What follows belongs to an exercise in optimizing a design on an open flow for small area, a short achievable clock period and few clock cycles per item; a production flow would make more cautious choices. The RTL was checked by simulation tests, not by an equivalence proof against the original design.

==> flow/design.v, too long to show whole: its modules and the start of the top module <==
// module esd_fa: 10 lines
// module esd_ha: 9 lines
// module epoch_seconds_to_date: 3752 lines
module epoch_seconds_to_date (
    input  logic        i_clk,
    input  logic        i_rst_n,
    input  logic        start,
    output logic        busy,
    input  logic [31:0] i_epoch_seconds,
    output logic        o_done,
    output logic [11:0] o_year,
    output logic [3:0]  o_month,
    output logic [4:0]  o_day,
    output logic [4:0]  o_hour,
    output logic [5:0]  o_minute,
    output logic [5:0]  o_second
);
  // ...
==> flow/run.sh <==
#!/bin/bash
# synth_recipe.tcl (not shown) runs the flow's synth.tcl, then flattens the netlist and writes it again
# the make line also repeats each setting of config.mk as NAME=value (left out here)
make -C /OpenROAD-flow-scripts/flow DESIGN_CONFIG=/design/flow/config.mk WORK_HOME=/design/flow/orfs CLKGATE_MAP_FILE= SYNTH_SCRIPT=/design/flow/synth_recipe.tcl finish
==> flow/config.mk <==
export PLATFORM = sky130hd
export DESIGN_NAME = epoch_seconds_to_date
export DESIGN_NICKNAME = epoch_seconds_to_date
export VERILOG_FILES = /design/flow/design.v
export SDC_FILE = /design/flow/constraint.sdc
export NUM_CORES = 4
export LEC_CHECK = 0
export CAP_MARGIN = 20
export CORE_MARGIN = 2
export CORE_UTILIZATION = 40
export CTS_BUF_LIST = sky130_fd_sc_hd__clkbuf_8 sky130_fd_sc_hd__clkbuf_16
export CTS_CLUSTER_DIAMETER = 120
export CTS_CLUSTER_SIZE = 30
export SETUP_SLACK_MARGIN = 4.45
export SLEW_MARGIN = 20
export SYNTH_HIERARCHICAL = 1
==> flow/constraint.sdc <==
create_clock -name core_clock -period 7.0 [get_ports {i_clk}]
set_input_delay 1.4000 -clock core_clock [delete_from_list [all_inputs] [get_ports {i_clk}]]
set_output_delay 1.4000 -clock core_clock [all_outputs]
set_load 0.01 [all_outputs]
==> impl_metrics.py, run 1 <==
metrics = {
    "cells_and_area": {
        "final_cells": 1565,
        "n_all_buffers": 98,
        "seq_cell_count": 326,
        "drive_above_1_share_pct": 10.8,
        "layout.nonclk_buf_share_pct": 5.71,
    },
    "logic_synthesis": {
        "synthSimpleGateAreaFrac_pct": 5.35,
        "synth_compound_area_share_pct": 5.57,
        "synth_seq_cells": 326,
    },
    "sta": {
        "period_minus_slack_ns": 2.51,
        "clock_skew_ns": 0.0293,
        "worst_pin_slew_ns": 0.558,
    },
    "placement": {
        "dp.cells": 1523,
        "dp_slack_ns": 4.04,
    },
    "critical_path": {
        "path_cells": "inv_2 -> fa_1 -> fa_1 -> fa_2 -> xor2_1 -> xnor2_1 -> xnor2_1 -> xnor2_1",
        "worst-path-stages": 8,
    },
    "run": {
        "maxCapViolCount": 0,
    },
    "clock_network": {
        "cts_root_buf": "clkbuf_16",
    },
    "outcome": {
        "status": "timing/DRC/antenna clean",
    },
    "min_path": {
        "hold-path-endpoint": "r4_213",
    },
    "global_routing": {
        "grt_util_all_layers_pct": 11.7,
    },
}
Testbench counts, summed over its fixed seeds: cycles 16,056, items 16,000.
==> run 2: changes to the inputs <==
--- a/flow/config.mk
+++ b/flow/config.mk
@@ -12,3 +12,3 @@
 export CTS_CLUSTER_DIAMETER = 120
-export CTS_CLUSTER_SIZE = 30
+export CTS_CLUSTER_SIZE = 24
 export SETUP_SLACK_MARGIN = 4.45
==> impl_metrics.py, run 2 <==
metrics = {
    "cells_and_area": {
        "final_common_cell": "dfxtp_1",
        "area_delta_synth_final_pct": 13.2,
        "ff_latch_area_mm2": 0.00660,
        "multi_input_area_mm2": 0.00656,
        "regMostFlops": "r_vld",
        "insertedDiodeCount": 0,
        "nNetsFinal": 1404,
        "largest_register_ffs": 7,
        "layout_common_cells": "294 x dfxtp_1, 122 x fa_1, 114 x ha_1",
        "final.fill_count": 3066,
        "final_area_mm2": 0.0153,
        "drive_above_1_share_pct": 11.3,
    },
    "logic_synthesis": {
        "synth_seq_cells": 326,
        "yosysMostFrequentCell": "dfxtp_1",
        "ys_types": 62,
        "synth_edf_count": 0,
        "yosysWarnings": 7,
        "ys_seq_area_share_pct": 48.1,
        "syn_inst": 1051,
        "syn_nets": 1335,
        "netlist.area_leader.share_pct": 48.1,
        "synth_area_mm2": 0.0136,
        "ys_async_sr_fraction_pct": 0,
        "synth_area_leaders": "dfxtp_1 48%, fa_1 19%, ha_1 11%, xnor2_1 3.3%, xor2_1 2.2%",
        "synth.largest_area_cell": "dfxtp_1",
        "synth_common_cells": "326 x dfxtp_1, 130 x fa_1, 119 x ha_1",
        "synth-main-ff-cell": "dfxtp_1",
        "avgSynthCellArea_um2": 12.9,
    },
    "floorplan": {
        "die_y_um": 188,
        "initial_utilization_pct": 40.5,
        "die_width_um": 188,
        "ios": 75,
        "coreArea_mm2": 0.0334,
        "dieArea_mm2": 0.0354,
        "num_rows": 67,
    },
    "clock_network": {
        "clock-sinks": 326,
        "clk_pin_slew_ns": 0.10,
        "insertion_delay_ns": 0.50,
        "h-tree-depth": 1,
        "cts_root_buf": "clkbuf_16",
        "tritoncts": "yes",
        "clockBufferDepth": 3,
        "hold_buffers": 0,
        "cts_made_buffers": 17,
    },
    "global_routing": {
        "grt_util_all_layers_pct": 11.9,
        "antenna_found_initial": 0,
        "grt_max_degree": 25,
        "grt_pass1_vias": 7267,
        "grt_pass1_wl_um": 34700,
        "grt-ovfl-total": 0,
    },
    "min_path": {
        "whs_path_depth": 0,
        "hold-path-endpoint": "r2_133",
        "hp-class": "reg -> reg",
        "hold_start": "r1_132",
    },
    "drt": {
        "drtPass1Iterations": 4,
        "vias": 6972,
        "drt_iter0_markers": 189,
        "drc": 0,
        "vias_per_cell": 4.45,
        "antenna_left": 0,
        "wire_per_inst_um": 12.9,
        "drt_wl_total_um": 20200,
    },
    "sta": {
        "clock_skew_ns": 0.0131,
        "tns_ns": 0,
        "max_freq_mhz": 399,
        "period_minus_slack_ns": 2.51,
        "setup-violations-final": 0,
        "worst_pin_slew_ns": 0.569,
        "slew_headroom_pct": 61.5,
        "slew_violations": 0,
        "finalCritPeriodShare_pct": 35.8,
        "hold_violations": 0,
        "rsz0062_at_grt": "true",
    },
    "critical_path": {
        "worst_setup_path_start_kind": "flop",
        "timing.rr.start": "r2_20",
        "crit_arrival_ns": 2.94,
        "critPathMaxStageDelay_ns": 0.61,
        "cp-end-kind": "flop",
        "path_cells": "fa_2 -> inv_4 -> fa_2 -> fa_2 -> xor2_1 -> xnor2_1 -> xnor2_1 -> xnor2_1",
        "crit_family": "adder cells",
        "cp.buffers_inverters": 1,
        "r2r_end": "r3_68",
        "rrSetupSlack_ns": 4.49,
        "worstSetupPathType": "reg -> reg",
        "cp_max_fo": 4,
        "cpMaxStageDelayCell": "fa_2",
        "cp_data_required_time_ns": 7.43,
        "worst-r2r-cell-count": 8,
    },
    "run": {
        "maxCapViolCount": 0,
    },
    "placement": {
        "numPortBuffers": 73,
        "dpl-instance-area_mm2": 0.0145,
        "place_congestion": 0.853,
        "hpwl_um": 15500,
    },
    "outcome": {
        "status": "timing/DRC/antenna clean",
    },
}
## run 2: cell counts after synthesis
Identical to the previous run, type by type.
## run 2: metal layers
| layer | vias up | routed length, um | GRT usage [%] |
|---|---|---|---|
| li1 | 3516 | - | - |
| met1 | 3327 | 9100 | 14.9 |
| met2 | 100 | 9850 | 21.0 |
| met3 | 29 | 759 | 1.87 |
| met4 | 0 | 482 | 3.39 |
| met5 | - | 0 | 0 |
## run 2: logic make-up (layout without fill, tap and decap cells)
| family | Yosys count | count (layout) | share of synthesized area [%] |
|---|---|---|---|
| DFF | 326 | 326 | 48.1 |
| and+or+nand+nor | 142 | 142 | 5.35 |
| muxes | 5 | 5 | 0.397 |
| AOI/OAI and AO/OA | 115 | 115 | 5.57 |
| buffers and inverters | 126 | 194 | 4.69 |
| adders and majority gates | 251 | 251 | 30.3 |
| other | 1 | 1 | 0.0277 |
| xor gates and xnor gates | 85 | 85 | 5.49 |
## run 2: what timing repair did
item	4_1_cts	5_1_grt
buffers inserted	12	14
pin swaps	7	22
endpoints found under the setup margin	67	20
cloned	0	0
gates resized for setup	78	47
## run 2: worst max path at each step
stage                       from     end  slack (ns)  depth (start not counted)
final                      r2_20   r3_68        4.49                          8
after global routing      r6_230  r7_290        4.36                         13
after global placement    r6_240  r7_290        4.13                         12
after detailed placement  r6_230  r7_290        4.04                         13
after floorplan           r6_230  r7_290        4.40                         14
after CTS                 r6_240  r7_290        4.26                         12
## run 2: through the flow
| step | setup WS, ns | hold WS, ns | utilization, % | instances |
|---|---|---|---|---|
| after CTS | 4.26 | 0.331 | 45.1 | 1553 |
| after floorplan | 4.40 | 0.310 | - | 1051 |
| after global routing | 4.36 | 0.339 | 45.9 | 1567 |
| final | 4.49 | 0.325 | 45.9 | 1567 |
| after global placement | 4.13 | 0.310 | 43.4 | 1523 |
| after detailed placement | 4.04 | 0.312 | 43.4 | 1523 |
## run 2: area by class of cell
type / count / share of cell area [%]
clock buffers: 17 / 2.77
inverters: 77 / 1.92
flip-flops and latches: 326 / 43.0
repair buffers: 99 / 5.84
multi-input cells: 599 / 42.7
clock inverters: 1 / 0.0734
well taps: 448 / 3.65
## run 2: per-module statistics from Yosys, one instance, submodules excluded
| module | cells inside | cell area (um2) | times used | flip-flops and latches |
|---|---|---|---|---|
| epoch_seconds_to_date | 845 | 10000 | 1 | 326 |
| esd_ha | 1 | 12.5 | 76 | 0 |
| esd_fa | 1 | 20.0 | 130 | 0 |

## afterwards: timing with drivers on the ports
Ports are ideal in the flow. The routed layouts listed here were re-timed in OpenROAD. Step 1 (the two cells are an assumption about what drives the block):
set clk [get_ports {i_clk}]
set_driving_cell -lib_cell sky130_fd_sc_hd__clkbuf_16 $clk
set_driving_cell -lib_cell sky130_fd_sc_hd__buf_2 [delete_from_list [all_inputs] $clk]
Step 2 also shifts input and output timing later by t, the mid clock arrival at the registers, as if the neighbouring blocks saw the same clock. Slacks: ideal / step 1 / step 2; pairs: ideal / step 1.
| run | t, ns | setup WS [ns] | worst data-port slew with drivers (ns) |
|---|---|---|---|
| run 1 | 0.537 | 4.493 / 4.464 / 4.493 | 0.03 |
| run 2 | 0.541 | 4.491 / 4.469 / 4.491 | 0.03 |
After both steps setup and hold are still met in every run listed.
